Background: an optimization exercise with open tools, aiming at small area, a short achievable clock period and few clock cycles. Do not read the settings as production practice.
Only simulation tests tie the RTL to the original design; equivalence was not proved.

$ cat flow/design.v
package ssp_pkg;
	localparam int STEP_W  = 10;
	localparam int CAP_W   = 16;
	localparam int CNT16_W = 16;
	localparam int ACC_W   = 17;
	localparam int SLOT_W  = 32;
	localparam int PEND_W  = 5;
	localparam int X_W     = 13;    
	localparam int P_W     = 22;    
	localparam int DQ_W    = 20;    
	localparam int L_W     = 8;     
	localparam int J_N     = 7;     
	localparam int IN_W    = 80;
	localparam int OUT_W   = 72;
	localparam int APB_AW  = 3;
	localparam logic [1:0] OP_TICK  = 2'd0;
	localparam logic [1:0] OP_RAISE = 2'd1;
	localparam logic [1:0] OP_SKIP  = 2'd2;
	localparam logic [1:0] OP_NOP   = 2'd3;
	localparam logic REG_STEP_MS  = 1'b0;
	localparam logic REG_DIFF_CAP = 1'b1;
	localparam logic [STEP_W-1:0] STEP_MS_RST  = 10'd120;
	localparam logic [CAP_W-1:0]  DIFF_CAP_RST = 16'd60000;
	function automatic logic [3:0] tier_m(input logic [CNT16_W-1:0] count);
		if (count <= 16'd1500)      tier_m = 4'd2;
		else if (count <= 16'd2500) tier_m = 4'd3;
		else if (count <= 16'd2750) tier_m = 4'd4;
		else if (count <= 16'd3000) tier_m = 4'd6;
		else if (count <= 16'd3250) tier_m = 4'd7;
		else                        tier_m = 4'd8;
	endfunction
	function automatic logic [4:0] bit_len22(input logic [21:0] v);
		bit_len22 = 5'd0;
		for (int i = 0; i < 22; i++) begin
			if (v[i]) bit_len22 = 5'(i + 1);
		end
	endfunction
endpackage
module ssp_div (
	input  logic [ssp_pkg::CNT16_W-1:0]     rem_in,
	input  logic [1:0]                      bits,
	input  logic [ssp_pkg::CNT16_W-1:0]     divisor,
	input  logic [ssp_pkg::CNT16_W+1:0]     divisor3,
	output logic [1:0]                      digit,
	output logic [ssp_pkg::CNT16_W-1:0]     rem_out
);
	localparam int W = ssp_pkg::CNT16_W;
	logic [W+1:0] sh;
	logic [W+2:0] d1, d2, d3;
	assign sh = {rem_in, bits};
	assign d1 = {1'b0, sh} - {3'b000, divisor};
	assign d2 = {1'b0, sh} - {2'b00, divisor, 1'b0};
	assign d3 = {1'b0, sh} - {1'b0, divisor3};
	always_comb begin
		if (!d3[W+2]) begin
			digit   = 2'd3;
			rem_out = d3[W-1:0];
		end else if (!d2[W+2]) begin
			digit   = 2'd2;
			rem_out = d2[W-1:0];
		end else if (!d1[W+2]) begin
			digit   = 2'd1;
			rem_out = d1[W-1:0];
		end else begin
			digit   = 2'd0;
			rem_out = sh[W-1:0];
		end
	end
endmodule
module ssp_queue #(
	parameter int DEPTH = 16
) (
	input  logic                          clk,
	input  logic                          arst_n,
	input  logic                          push,
	input  logic                          pop,
	input  logic                          clear,
	input  logic [ssp_pkg::SLOT_W-1:0]    push_data,
	output logic [ssp_pkg::SLOT_W-1:0]    head_data,
	output logic [$clog2(DEPTH+1)-1:0]    count,
	output logic                          empty,
	output logic                          full
);
	localparam int IDX_W = $clog2(DEPTH);
	localparam int CNT_W = $clog2(DEPTH + 1);
	logic [ssp_pkg::SLOT_W-1:0] mem_q [DEPTH];
	logic [IDX_W-1:0]           head_q;
	logic [CNT_W-1:0]           count_q;
	logic [IDX_W-1:0]           tail;
	assign tail = head_q + count_q[IDX_W-1:0];
	always_ff @(posedge clk or negedge arst_n) begin
		if (!arst_n) begin
			head_q  <= '0;
			count_q <= '0;
		end else if (clear) begin
			head_q  <= '0;
			count_q <= '0;
		end else if (push) begin
			count_q <= count_q + 1'b1;
		end else if (pop) begin
			head_q  <= head_q + 1'b1;
			count_q <= count_q - 1'b1;
		end
	end
	always_ff @(posedge clk) begin
		if (!count_q[CNT_W-1]) begin
			mem_q[tail] <= push_data;
		end
	end
	logic [ssp_pkg::SLOT_W-1:0] head_rd_q;
	logic [IDX_W-1:0]           head_nx;
	assign head_nx = head_q + 1'b1;
	always_ff @(posedge clk) begin
		if (push && (count_q == '0)) begin
			head_rd_q <= push_data;
		end else if (pop) begin
			head_rd_q <= mem_q[head_nx];
		end
	end
	assign head_data = head_rd_q;
	assign count     = count_q;
	assign empty     = (count_q == '0);
	assign full      = count_q[CNT_W-1];
endmodule
module save_slot_pacer_top #(
	parameter int SKIP_DEPTH = 16
) (
	input  logic                         clk,
	input  logic                         arst_n,
	input  logic                         psel,
	input  logic                         penable,
	input  logic                         pwrite,
	input  logic [ssp_pkg::APB_AW-1:0]   paddr,
	input  logic [31:0]                  pwdata,
	output logic [31:0]                  prdata,
	output logic                         pready,
	input  logic                         s_tvalid,
	output logic                         s_tready,
	input  logic [ssp_pkg::IN_W-1:0]     s_tdata,
	input  logic [1:0]                   s_tuser,
	output logic                         m_tvalid,
	input  logic                         m_tready,
	output logic [ssp_pkg::OUT_W-1:0]    m_tdata
);
	localparam int CNT_W  = $clog2(SKIP_DEPTH + 1);
	localparam int SLOT_W = ssp_pkg::SLOT_W;
	localparam int ACC_W  = ssp_pkg::ACC_W;
	localparam int CW     = ssp_pkg::CNT16_W;
	localparam int X_W    = ssp_pkg::X_W;
	localparam int P_W    = ssp_pkg::P_W;
	localparam int QW     = ssp_pkg::DQ_W;
	localparam int L_W    = ssp_pkg::L_W;
	localparam int J_N    = ssp_pkg::J_N;
	localparam logic [2:0] ST_IDLE  = 3'd0;
	localparam logic [2:0] ST_SETUP = 3'd1;
	localparam logic [2:0] ST_DIV   = 3'd2;
	localparam logic [2:0] ST_LOOP  = 3'd3;
	localparam logic [2:0] ST_CHECK = 3'd4;
	localparam logic [2:0] ST_FIN   = 3'd5;
	logic [2:0]                    st_q;
	logic [ssp_pkg::STEP_W-1:0]    step_ms_q;
	logic [ssp_pkg::CAP_W-1:0]     diff_cap_q;
	logic [SLOT_W-1:0]             ctr_q;
	logic [SLOT_W-1:0]             ceil_q;
	logic [ACC_W-1:0]              acc_q;
	logic                          mv_q;
	logic                          dropped_q;
	logic [CW-1:0]                 cl_q;       
	logic [CW+1:0]                 cl3_q;      
	logic [QW-1:0]                 dq_q;       
	logic [CW-1:0]                 rem_q;      
	logic [3:0]                    k_q;        
	logic [L_W-1:0]                lc_q;       
	logic [L_W-1:0]                lh_q;       
	logic                          first_q;    
	logic cfg_wr;
	assign pready = 1'b1;
	assign cfg_wr = psel & penable & pwrite;
	always_comb begin
		case (paddr[2])
			ssp_pkg::REG_STEP_MS:  prdata = 32'(step_ms_q);
			ssp_pkg::REG_DIFF_CAP: prdata = 32'(diff_cap_q);
			default:               prdata = '0;
		endcase
	end
	always_ff @(posedge clk or negedge arst_n) begin
		if (!arst_n) begin
			step_ms_q  <= ssp_pkg::STEP_MS_RST;
			diff_cap_q <= ssp_pkg::DIFF_CAP_RST;
		end else if (cfg_wr) begin
			case (paddr[2])
				ssp_pkg::REG_STEP_MS:  step_ms_q  <= pwdata[ssp_pkg::STEP_W-1:0];
				ssp_pkg::REG_DIFF_CAP: diff_cap_q <= pwdata[ssp_pkg::CAP_W-1:0];
				default: ;
			endcase
		end
	end
	logic              q_push, q_pop, q_clear, q_empty, q_full;
	logic [SLOT_W-1:0] head;
	logic [CNT_W-1:0]  q_cnt;
	ssp_queue #(
		.DEPTH (SKIP_DEPTH)
	) u_queue (
		.clk       (clk),
		.arst_n    (arst_n),
		.push      (q_push),
		.pop       (q_pop),
		.clear     (q_clear),
		.push_data (s_tdata[79:48]),
		.head_data (head),
		.count     (q_cnt),
		.empty     (q_empty),
		.full      (q_full)
	);
	logic [1:0]        op;
	logic [15:0]       in_el, in_cl, in_amt;
	logic [SLOT_W:0]   diff_w;       
	logic [SLOT_W-1:0] diff;
	logic              gt, stop_c;
	logic              fire, fin_now, ge0, is_tick, t_clear, t_long;
	logic [ACC_W:0]    acc_sum;
	logic [X_W-1:0]    x_in;
	logic [X_W+1:0]    x3_in;
	logic [X_W-1:0]    step3, step7;
	logic [X_W+1:0]    step9, step21;
	assign op     = s_tuser;
	assign in_el  = s_tdata[15:0];
	assign in_cl  = s_tdata[31:16];
	assign in_amt = s_tdata[47:32];
	assign diff_w = {1'b0, ceil_q} - {1'b0, ctr_q};
	assign diff   = diff_w[SLOT_W-1:0];
	assign stop_c = diff_w[SLOT_W];                   
	assign gt     = ~diff_w[SLOT_W] & (|diff);        
	assign is_tick = (op == ssp_pkg::OP_TICK);
	assign t_clear = is_tick & gt & (in_cl == '0);
	assign t_long  = is_tick & gt & (in_cl != '0);
	assign s_tready = ((st_q == ST_IDLE) & (~mv_q | m_tready)) | (fin_now & m_tready);
	assign fire     = s_tvalid & s_tready;
	assign m_tvalid = mv_q | fin_now;
	assign q_push  = fire & (op == ssp_pkg::OP_SKIP) & ~q_full;
	assign q_clear = fire & t_clear;
	assign acc_sum = {1'b0, acc_q} + (ACC_W + 1)'(in_el);
	assign step3  = X_W'(step_ms_q) + X_W'({step_ms_q, 1'b0});
	assign step7  = X_W'({step_ms_q, 3'b000}) - X_W'(step_ms_q);
	assign step9  = (X_W + 2)'({step_ms_q, 3'b000}) + (X_W + 2)'(step_ms_q);
	assign step21 = (X_W + 2)'(step7) + (X_W + 2)'({step7, 1'b0});
	always_comb begin
		case (ssp_pkg::tier_m(in_cl))
			4'd2: begin
				x_in  = X_W'({step_ms_q, 1'b0});
				x3_in = (X_W + 2)'({step3, 1'b0});
			end
			4'd3: begin
				x_in  = step3;
				x3_in = step9;
			end
			4'd4: begin
				x_in  = X_W'({step_ms_q, 2'b00});
				x3_in = (X_W + 2)'({step3, 2'b00});
			end
			4'd6: begin
				x_in  = X_W'({step3, 1'b0});
				x3_in = (X_W + 2)'({step9, 1'b0});
			end
			4'd7: begin
				x_in  = step7;
				x3_in = step21;
			end
			default: begin
				x_in  = X_W'({step_ms_q, 3'b000});
				x3_in = (X_W + 2)'({step3, 3'b000});
			end
		endcase
	end
	logic [CW:0]       allow;
	logic              clamp;
	logic [P_W-1:0]    prod;
	logic [4:0]        len_x, len_c, len_a;
	logic signed [6:0] e_ub, len_a_s;
	logic              skip_div;
	logic [3:0]        steps;
	logic [CW-1:0]     rem0;
	logic [QW-1:0]     dv0;
	logic [SLOT_W:0]   head_gap;     
	logic              head_le;      
	logic [L_W-1:0]    lh_new, lc_chk, lc_setup;
	logic [SLOT_W-1:0] lc_src;
	assign allow = (CW + 1)'(cl_q) + (CW + 1)'(q_cnt);
	assign clamp = diff > SLOT_W'(allow);
	assign prod  = P_W'({dq_q[X_W-1:0], 9'b0}) - P_W'({rem_q[X_W+1:0], 2'b00});
	assign len_x = ssp_pkg::bit_len22(22'(dq_q[X_W-1:0]));
	assign len_c = ssp_pkg::bit_len22(22'(cl_q));
	assign len_a = ssp_pkg::bit_len22(22'(acc_q));
	assign e_ub     = 7'(len_x) - 7'(len_c) + 7'sd10;
	assign len_a_s  = 7'(len_a);
	assign skip_div = (len_x != '0) && (e_ub - 7'sd3 >= len_a_s);
	assign steps    = (e_ub <= 7'sd0) ? 4'd0 : 4'((e_ub + 7'sd1) >>> 1);
	always_comb begin
		rem0 = '0;
		dv0  = '0;
		for (int s = 0; s <= QW / 2; s++) begin
			if (steps == 4'(s)) begin
				rem0 = CW'(prod >> (2 * s));
				dv0  = QW'({prod, QW'(0)} >> (2 * s));
			end
		end
	end
	assign head_gap = {1'b0, head} - {1'b0, ctr_q} - 33'd1;
	assign head_le  = head_gap[SLOT_W];
	assign lh_new   = q_empty ? '1 :
	                  head_le ? '0 :
	                  (|head_gap[SLOT_W-1:L_W]) ? '1 : head_gap[L_W-1:0];
	assign lc_src   = clamp ? SLOT_W'(allow) : diff;
	assign lc_setup = (|lc_src[SLOT_W-1:L_W]) ? '1 : lc_src[L_W-1:0];
	assign lc_chk   = (|diff[SLOT_W-1:L_W]) ? '1 : diff[L_W-1:0];
	logic [1:0]    digit;
	logic [CW-1:0] rem_nx;
	logic [QW-1:0] dq_nx;
	ssp_div u_div (
		.rem_in   (rem_q),
		.bits     (dq_q[QW-1:QW-2]),
		.divisor  (cl_q),
		.divisor3 (cl3_q),
		.digit    (digit),
		.rem_out  (rem_nx)
	);
	always_comb begin
		dq_nx = {dq_q[QW-3:0], digit};
		if ((k_q == 4'd1) && (dq_q[QW-3:0] == '0) && (digit[1] == 1'b0)) begin
			dq_nx[0] = 1'b1;
		end
	end
	logic              i_big;
	logic [J_N-1:0]    ge, lim, ok, oh;
	logic [ACC_W:0]    dj [J_N];
	logic [ACC_W-1:0]  chunk_acc;
	logic [ACC_W-1:0]  one_acc;      
	logic [J_N-1:0]    n_adv;
	logic              single;
	assign i_big = |dq_q[QW-1:ACC_W];
	assign ge0   = ~i_big & (dq_q[ACC_W-1:0] <= acc_q);
	always_comb begin
		for (int j = 0; j < J_N; j++) begin
			logic [2*ACC_W-1:0] ish;
			ish    = (2 * ACC_W)'(dq_q[ACC_W-1:0]) << j;
			dj[j]  = {1'b0, acc_q} - {1'b0, ish[ACC_W-1:0]};
			ge[j]  = ~i_big & ~(|ish[2*ACC_W-1:ACC_W]) & ~dj[j][ACC_W];
			lim[j] = (|(lc_q >> j)) & (|(lh_q >> j));
		end
	end
	assign ok = ge & lim;
	assign oh = ok & ~(ok >> 1);
	always_comb begin
		chunk_acc = '0;
		for (int j = 0; j < J_N; j++) begin
			chunk_acc = chunk_acc | ({ACC_W{oh[j]}} & dj[j][ACC_W-1:0]);
		end
	end
	assign one_acc = (first_q && (dj[0][ACC_W-1:0] > ACC_W'(diff_cap_q))) ? ACC_W'(diff_cap_q)
	                                                                    : dj[0][ACC_W-1:0];
	assign single  = first_q | ~lim[0] | (st_q != ST_LOOP);
	assign n_adv   = single ? J_N'(1) : oh;
	logic [J_N:0]          ctr_lo;
	logic [SLOT_W-J_N-1:0] ctr_hi_inc;
	logic [SLOT_W-1:0]     ctr_adv, ceil_clamp;
	assign ctr_lo     = {1'b0, ctr_q[J_N-1:0]} + {1'b0, n_adv};
	assign ctr_hi_inc = ctr_q[SLOT_W-1:J_N] + 1'b1;
	assign ctr_adv    = {ctr_lo[J_N] ? ctr_hi_inc : ctr_q[SLOT_W-1:J_N], ctr_lo[J_N-1:0]};
	assign ceil_clamp = ctr_q + SLOT_W'(allow);
	logic pop_c;
	assign pop_c  = ~q_empty & head_le;
	assign q_pop  = (st_q == ST_CHECK) & pop_c;
	assign fin_now = ((st_q == ST_LOOP) & ~ge0) | (st_q == ST_FIN);
	always_ff @(posedge clk or negedge arst_n) begin
		if (!arst_n) begin
			st_q   <= ST_IDLE;
			ctr_q  <= '0;
			ceil_q <= '0;
			acc_q  <= '0;
			mv_q   <= 1'b0;
		end else begin
			mv_q <= fire ? ~t_long : (mv_q & ~m_tready);
			if (fire) begin
				st_q <= t_long ? ST_SETUP : ST_IDLE;
				if (op == ssp_pkg::OP_RAISE) begin
					ceil_q <= ceil_q + SLOT_W'(in_amt);
				end
				if (t_clear) begin
					ctr_q  <= '0;
					ceil_q <= '0;
					acc_q  <= '0;
				end
				if (t_long) begin
					acc_q <= acc_sum[ACC_W] ? '1 : acc_sum[ACC_W-1:0];
				end
			end else if (fin_now) begin
				if (m_tready) begin
					st_q <= ST_IDLE;
				end
			end else begin
				case (st_q)
					ST_SETUP: begin
						if (clamp) begin
							ceil_q <= ceil_clamp;
						end
						st_q <= (skip_div || steps == 4'd0) ? ST_LOOP : ST_DIV;
					end
					ST_DIV: begin
						if (k_q == 4'd1) begin
							st_q <= ST_LOOP;
						end
					end
					ST_LOOP: begin
						ctr_q <= ctr_adv;
						acc_q <= single ? one_acc : chunk_acc;
						if (!lim[0]) begin
							st_q <= ST_CHECK;
						end
					end
					ST_CHECK: begin
						if (pop_c) begin
							ctr_q <= ctr_adv;
						end else if (stop_c) begin
							acc_q <= '0;
							st_q  <= ST_FIN;
						end else begin
							st_q <= ST_LOOP;
						end
					end
					default: begin
						st_q <= ST_IDLE;
					end
				endcase
			end
		end
	end
	always_ff @(posedge clk) begin
		if (fire) begin
			dropped_q <= (op == ssp_pkg::OP_SKIP) & q_full;
			cl_q      <= in_cl;
			dq_q      <= QW'(x_in);
			rem_q     <= CW'(x3_in);
		end else if (!fin_now) begin
			case (st_q)
				ST_SETUP: begin
					cl3_q   <= (CW + 2)'(cl_q) + (CW + 2)'({cl_q, 1'b0});
					rem_q   <= rem0;
					dq_q    <= skip_div ? '1 : (steps == 4'd0) ? QW'(1) : dv0;
					k_q     <= steps;
					first_q <= 1'b1;
					lc_q    <= lc_setup;
					lh_q    <= lh_new;
				end
				ST_DIV: begin
					rem_q <= rem_nx;
					dq_q  <= dq_nx;
					k_q   <= k_q - 1'b1;
				end
				ST_LOOP: begin
					first_q <= 1'b0;
					lc_q    <= lc_q - L_W'(n_adv);
					lh_q    <= lh_q - L_W'(n_adv);
				end
				ST_CHECK: begin
					lc_q <= lc_chk;
					lh_q <= lh_new;
				end
				default: ;
			endcase
		end
	end
	assign m_tdata = {2'b00, dropped_q, ssp_pkg::PEND_W'(q_cnt), ceil_q, ctr_q};
endmodule
$ cat flow/run.sh
#!/bin/bash
# synth_recipe.tcl (not shown) runs the flow's synth.tcl, then flattens the netlist and writes it again
# the make line also repeats each setting of config.mk as NAME=value (left out here)
make -C /OpenROAD-flow-scripts/flow DESIGN_CONFIG=/design/flow/config.mk WORK_HOME=/design/flow/orfs CLKGATE_MAP_FILE= SYNTH_SCRIPT=/design/flow/synth_recipe.tcl finish
$ cat flow/config.mk
export PLATFORM = sky130hd
export DESIGN_NAME = save_slot_pacer_top
export DESIGN_NICKNAME = save_slot_pacer_top
export VERILOG_FILES = /design/flow/design.v
export SDC_FILE = /design/flow/constraint.sdc
export NUM_CORES = 4
export LEC_CHECK = 0
export CAP_MARGIN = 20
export CORE_MARGIN = 2
export CORE_UTILIZATION = 55
export SETUP_SLACK_MARGIN = 3.0
export SLEW_MARGIN = 20
$ cat flow/constraint.sdc
create_clock -name core_clock -period 8.0 [get_ports {clk}]
set_input_delay 1.6000 -clock core_clock [delete_from_list [all_inputs] [get_ports {clk}]]
set_output_delay 1.6000 -clock core_clock [all_outputs]
set_load 0.01 [all_outputs]
==> flow_summary.yaml, run 1 <==
timing:
  min_period_over_period_pct: 66.9
  fin_setup_tns_ns: 0
  rsz0062_at_grt: "true"
  layout_min_cycle_time_ns: 5.36
  max_freq_ghz: 0.187
  hold_viol: 0
  slew_viol_final: 0
  skew_ns: 0.0334
  slew_headroom_pct: 18.6
  tightest_slew_ns: 1.21
  setup_viol: 0
cts:
  cts_buffer_depth: 3
  cts_tree: "done"
  cts-htree-levels: 3
  clkTransAtPathRegs_ns: 0.06
  cts_buffers: 85
  ctsHoldBuffers: 0
  cts.sink_count: 756
  cts.root.buffer_cell: "clkbuf_16"
  clock_latency_ns: 0.69
routing:
  ant_nets: 0
  num_vias: 43580
  post-route-drc-count: 0
  drt_iter0_drc: 4662
  viasPerCell: 6.57
  wl_met3_um: 13100
  wl_met1_um: 71300
  dr.pass1.iters: 6
  top_layer: "met5"
  wl_met2_um: 84100
  wl_um: 176000
  wl_per_cell_um: 26.6
worst_hold_path:
  hold_path_class: "reg -> reg"
  hold_end: "diff_cap_q[12]"
  hp-start: "diff_cap_q[12]"
  hold_depth: 1
critical_path:
  cp-start-kind: "register"
  crit_arrival_ns: 5.78
  path_max_fanout: 4
  reg2reg_depth: 22
  worstSetupPathType: "reg -> reg"
  critPathCaptureType: "register"
  r2r_slack_ns: 2.64
  r2r-end: "rem_q[10]"
  reg2reg_from: "cl_q[0]"
  crit_required_ns: 8.43
yosys:
  yosysTopAreaCellShare_pct: 35.9
  synth_area_leaders: "edfxtp_1 36%, ha_1 9.9%, mux4_2 6.9%"
  syn_inst: 4916
  syn_area_per_cell_um2: 10.7
  ys_types: 91
  synth_largest_area_cell: "edfxtp_1"
  synth_edf_count: 628
  synth-async-reset-ratio_pct: 15.9
  synth_xor_xnor_area_share_pct: 5.48
  synth_top_family_by_area: "compound AO/OA/AOI/OAI gates"
  ys_ff_latch: 756
  yosysSeqAreaShare_pct: 41.9
  yosysWarnings: 4
  syn_area_mm2: 0.0526
  synthMuxAreaShare_pct: 8.66
  ys.flop_type: "edfxtp_1"
  synth-compound-area-share_pct: 18.2
  yosys.area_share.simple_pct: 11.5
  synth-adder-area-share_pct: 10.8
job:
  cap_violations: 0
global_route:
  grtUsageTotal_pct: 35.1
  grt_pass1_vias: 41666
  grt.overflow.total: 0
  grt_max_degree: 95
  grt_pass1_wl_um: 262000
  antenna_found_initial: 2
finish:
  area_delta_synth_final_pct: 19.3
  final_cells: 6631
  final_area_mm2: 0.0628
  nets: 5857
  layout_common_cells: "628 x edfxtp_1, 390 x ha_1, 303 x a21oi_1"
  final_common_cell: "edfxtp_1"
  drive_gt1_share_pct: 18.8
place:
  port_buffers: 193
  place_area_mm2: 0.0564
  dp_cells: 6286
  gp_congestion: 1.01
  dp_hpwl_um: 123000
die:
  die_h_um: 313
  core_area_mm2: 0.0949
  io_pins: 231
  die_w_um: 313
  start_util_pct: 55.4
  die-area_mm2: 0.0981
  rows: 113
run_status:
  outcome: "finished clean"
==> cell usage after synthesis (18+ instances only) <==
master	count
a211oi_1	67
a21boi_0	21
a21o_1	129
a21oi_1	350
a221o_1	25
a221oi_1	47
a22oi_1	27
a31oi_1	40
and2_1	26
and3_1	30
buf_4	21
clkbuf_1	141
dfrtp_1	109
edfxtp_1	628
fa_1	25
ha_1	415
inv_1	267
mux2_2	63
mux2i_1	24
mux4_2	160
nand2_1	315
nand2b_1	74
nand3_1	98
nand4_1	44
nor2_1	319
nor2b_1	66
nor3_1	111
nor4_1	30
o2111ai_1	20
o211ai_1	53
o21a_1	47
o21ai_0	317
o21bai_1	33
o221ai_1	31
o22ai_1	36
or2_2	18
or3_1	56
xnor2_1	214
xor2_1	110
==> cells by family (layout without fill, tap and decap cells) <==
| group | count (synthesis) | in the layout |
|---|---|---|
| AOI/OAI and AO/OA | 1444 | 1445 |
| and+or+nand+nor | 1246 | 1248 |
| DFF | 756 | 756 |
| buffers and inverters | 455 | 884 |
| adders and majority gates | 440 | 440 |
| xor gates and xnor gates | 326 | 326 |
| muxes | 247 | 247 |
| other | 2 | 20 |
==> worst max-delay path by stage <==
stage            start    endpoint  depth (start not counted)
6_report       cl_q[0]   rem_q[10]                         22
5_1_grt        cl_q[0]    dq_q[12]                         28
3_3_place_gp   cl_q[0]  ceil_q[17]                         19
4_1_cts        cl_q[0]   rem_q[10]                         22
2_1_floorplan  cl_q[1]    dq_q[10]                         31
3_5_place_dp   dq_q[1]   ctr_q[23]                         26
==> per-stage QoR <==
stage / setup slack, ns / hold WS, ns / util (%)
after floorplan: 2.85 / 0.494 / -
after global placement: 1.62 / 0.513 / 59.5
after detailed placement: 1.56 / 0.523 / 59.5
after CTS: 2.76 / 0.536 / 64.7
after global routing: 2.49 / 0.557 / 66.1
final: 2.64 / 0.534 / 66.1
==> sequential cells by signal (all words and copies together), names as in the netlist, 10 cells and up <==
| register | flops |
|---|---|
| u_queue.mem_q | 512 |
| ceil_q | 32 |
| ctr_q | 32 |
| u_queue.head_rd_q | 32 |
| dq_q | 20 |
| cl3_q | 18 |
| acc_q | 17 |
| cl_q | 16 |
| diff_cap_q | 16 |
| rem_q | 16 |
| step_ms_q | 10 |
==> cell type report <==
| cell class | count | area, µm² |
|---|---|---|
| diodes | 1 | 2.50 |
| clock buffers | 97 | 2180 |
| clock inverters | 62 | 711 |
| fillers | 7433 | 32100 |
| inverters | 270 | 1070 |
| multi-input cells | 3725 | 30900 |
| flip-flops and latches | 756 | 22100 |
| well taps | 1265 | 1580 |
| repair buffers | 455 | 4210 |
==> worst max-delay path: stages, from the launching register on <==
cell	delay (ns)
edfxtp_1	0.42
buf_12	0.16
ha_4	0.15
nor2_4	0.11
o21ai_2	0.06
a21oi_2	0.20
o21ai_1	0.08
a21oi_1	0.14
nor2_1	0.05
o21ai_1	0.18
a21oi_2	0.10
ha_2	0.24
fa_2	0.66
inv_4	0.08
ha_4	0.17
or3_1	0.30
a31o_2	0.21
and3_4	0.19
a221o_4	0.46
a222oi_1	0.34
o221ai_1	0.21
a31o_2	0.28
a221o_1	0.30
==> routing by layer <==
layer	global-route usage (%)	vias to the layer above
li1	-	19688
met1	46.4	21597
met2	58.1	1881
met3	5.81	412
met4	13.5	2
met5	0	-
==> timing repair <==
action | CTS | global route
gates resized for setup | 291 | 158
buffers inserted | 109 | 71
endpoints found under the setup margin | 261 | 139
endpoints found under the hold margin | 0 | 0
cloned | 4 | 1
pin swaps | 109 | 91
Testbench counts, summed over its fixed seeds: cycles 21,914.
==> run 2: changes to the inputs <==
--- a/flow/config.mk
+++ b/flow/config.mk
@@ -8,5 +8,4 @@
 export CAP_MARGIN = 20
 export CORE_MARGIN = 2
-export CORE_UTILIZATION = 55
-export SETUP_SLACK_MARGIN = 3.0
+export CORE_UTILIZATION = 40
 export SLEW_MARGIN = 20
==> flow_summary.yaml, run 2 <==
finish:
  layout_common_cells: "628 x edfxtp_1, 414 x ha_1, 349 x a21oi_1"
  fillers: 12223
  final_cells: 6944
  largest_register_ffs: 512
  nets: 5681
  area_delta_synth_final_pct: 13.7
  regMostFlops: "u_queue.mem_q"
  final_common_cell: "edfxtp_1"
  drive_gt1_share_pct: 10.1
timing:
  skew_ns: 0.0628
  setup_viol: 0
  tightest_slew_ns: 1.21
  min_period_over_period_pct: 87.5
  fin_setup_tns_ns: 0
  slew_viol_final: 0
  rsz0062_at_grt: "false"
  layout_min_cycle_time_ns: 7.00
  hold_viol: 0
  slew_headroom_pct: 19.3
  max_freq_ghz: 0.143
die:
  core_area_mm2: 0.131
  io_pins: 231
  die_w_um: 367
  die-area_mm2: 0.134
  die_h_um: 367
  start_util_pct: 40.2
  rows: 133
yosys:
  synth_area_leaders: "edfxtp_1 36%, ha_1 9.9%, mux4_2 6.9%"
  synth_top_family_by_area: "compound AO/OA/AOI/OAI gates"
  ys_types: 91
  yosysMostFrequentCell: "edfxtp_1"
  synth-adder-area-share_pct: 10.8
  synth-async-reset-ratio_pct: 15.9
  synth-compound-area-share_pct: 18.2
  synth_commonest_cells: "628 x edfxtp_1, 415 x ha_1, 350 x a21oi_1"
  syn_area_per_cell_um2: 10.7
  synthMuxAreaShare_pct: 8.66
  yosysTopAreaCellShare_pct: 35.9
  synth_edf_count: 628
  yosys.area_share.simple_pct: 11.5
  ys_ff_latch: 756
  yosysSeqAreaShare_pct: 41.9
  synth_xor_xnor_area_share_pct: 5.48
  yosysWarnings: 4
  ys.flop_type: "edfxtp_1"
  syn_inst: 4916
  syn_area_mm2: 0.0526
  synth_largest_area_cell: "edfxtp_1"
global_route:
  antenna_found_initial: 8
  grt.overflow.total: 0
  grt_max_degree: 130
  grt_pass1_vias: 40687
  grt_pass1_wl_um: 262000
  grtUsageTotal_pct: 25.5
critical_path:
  path_max_fanout: 17
  cp-start-kind: "register"
  crit_required_ns: 8.64
  r2r_slack_ns: 1.0
  crit_arrival_ns: 7.64
  worstSetupPathType: "reg -> reg"
  critPathCaptureType: "register"
routing:
  wl_met1_um: 76400
  dr.pass1.iters: 6
  ant_nets: 0
  wl_um: 176000
  post-route-drc-count: 0
  wl_per_cell_um: 25.4
  num_vias: 42169
  wl_met3_um: 14100
  viasPerCell: 6.07
  wl_met2_um: 80200
  top_layer: "met5"
  drt_iter0_drc: 4532
cts:
  cts.sink_count: 756
  cts-htree-levels: 3
  clock_latency_ns: 0.72
  post_cts_buffers: 0
  cts.root.buffer_cell: "clkbuf_16"
  cts-resized-gates: 0
  cts_tree: "done"
  cts_buffers: 82
  cts_buffer_depth: 3
  clkTransAtPathRegs_ns: 0.06
  ctsHoldBuffers: 0
worst_hold_path:
  hold_path_class: "reg -> reg"
place:
  gp_congestion: 0.987
  dp_cells: 6787
  dp_hpwl_um: 127000
  port_buffers: 193
run_status:
  outcome: "finished clean"
job:
  cap_violations: 0
run 2: cell counts after synthesis:
No cell type changed its count.
run 2: critical path: stages (launching register included):
cell,delay (ns)
dfrtp_1,0.52
inv_1,0.22
ha_1,0.20
inv_1,0.06
fa_1,0.43
a211oi_1,0.38
o21ai_0,0.24
a221oi_1,0.46
o21ai_0,0.20
a21oi_1,0.33
o22ai_1,0.18
o31a_1,0.34
or4b_2,0.81
nand2_1,0.23
ha_1,0.21
a21o_1,0.12
a21o_1,0.15
a21o_1,0.12
a21oi_1,0.09
nor2b_1,0.12
o21ai_0,0.08
nand3b_1,0.09
buf_4,0.30
o2111ai_1,0.44
or3_1,0.46
a21oi_1,0.15
run 2: path summary, 6_finish.rpt:
| path | end | start | cells after the start |
|---|---|---|---|
| max in group asynchronous | u_queue.head_q[0] | arst_n | 2 |
| hold reg to reg | diff_cap_q[4] | diff_cap_q[4] | 1 |
| hold / removal | diff_cap_q[4] | diff_cap_q[4] | 1 |
| setup reg to reg | ctr_q[31] | acc_q[1] | 25 |
| min in group asynchronous | ctr_q[5] | arst_n | 1 |
| setup / recovery | ctr_q[31] | acc_q[1] | 25 |
run 2: layout make-up:
class / count / area [µm²] / area share, %
antenna: 3 / 7.51 / 0.0126
clock buffer: 99 / 2150 / 3.59
clock inverter: 54 / 729 / 1.22
inverter: 270 / 1010 / 1.69
multi-input combinational: 3722 / 29000 / 48.5
sequential: 756 / 22000 / 36.8
tap: 1755 / 2200 / 3.67
timing repair buffer: 285 / 2650 / 4.44
run 2: logic make-up (layout without fill, tap and decap cells):
family          Yosys count  in the layout
buf+inv                 455            708
flops                   756            756
other cells               2             22
xor+xnor                326            326
simple gates           1246           1246
compound gates         1444           1444
mux                     247            247
fa+ha+maj               440            440
run 2: through the flow:
| stage | util (%) | hold slack [ns] | instance area (µm²) | setup WS (ns) |
|---|---|---|---|---|
| after detailed placement | 43.5 | 0.524 | 56900 | 1.13 |
| after global placement | 43.5 | 0.515 | 56900 | 1.29 |
| after floorplan | - | 0.494 | 52600 | 1.81 |
| after global routing | 45.7 | 0.558 | 59800 | 0.696 |
| final | 45.7 | 0.535 | 59800 | 0.996 |
| after CTS | 45.7 | 0.538 | 59800 | 1.15 |
run 2: metal layers:
layer	global-route usage, %	vias to the layer above
met1	35.4	20805
met4	8.26	4
met3	4.79	311
met2	40.3	1720
met5	0	-
li1	-	19329

-- re-timing with driven ports --
How much do the figures lean on ideal ports? The routed layouts below were timed once more, with nothing changed but the port constraints.
Step 1 (the two cells are an assumption about what drives the block):
set clk [get_ports {clk}]
set_driving_cell -lib_cell sky130_fd_sc_hd__clkbuf_16 $clk
set_driving_cell -lib_cell sky130_fd_sc_hd__buf_2 [delete_from_list [all_inputs] $clk]
Step 2 adds t to the input delays and takes it off the output delays; t is the mean of the earliest and latest rising clock arrival at the registers after step 1. Input paths then give back, and output paths get back, about the clock's delay inside the block.
Slacks: no drivers / after step 1 / after step 2; pairs: no drivers / after step 1.
run	t (ns)	setup slack, ns	latest minus earliest clock arrival (ns)	worst slew at a driven data input, ns
run 1	0.746	2.644 / 2.644 / 2.206	0.034 / 0.033	0.11
run 2	0.764	0.996 / 0.996 / 0.996	0.070 / 0.069	0.13
After both steps every run listed still meets setup and hold. For run 1, which loses most, drivers alone change the setup slack by 0.000 ns; drivers and shift together by -0.438 ns.
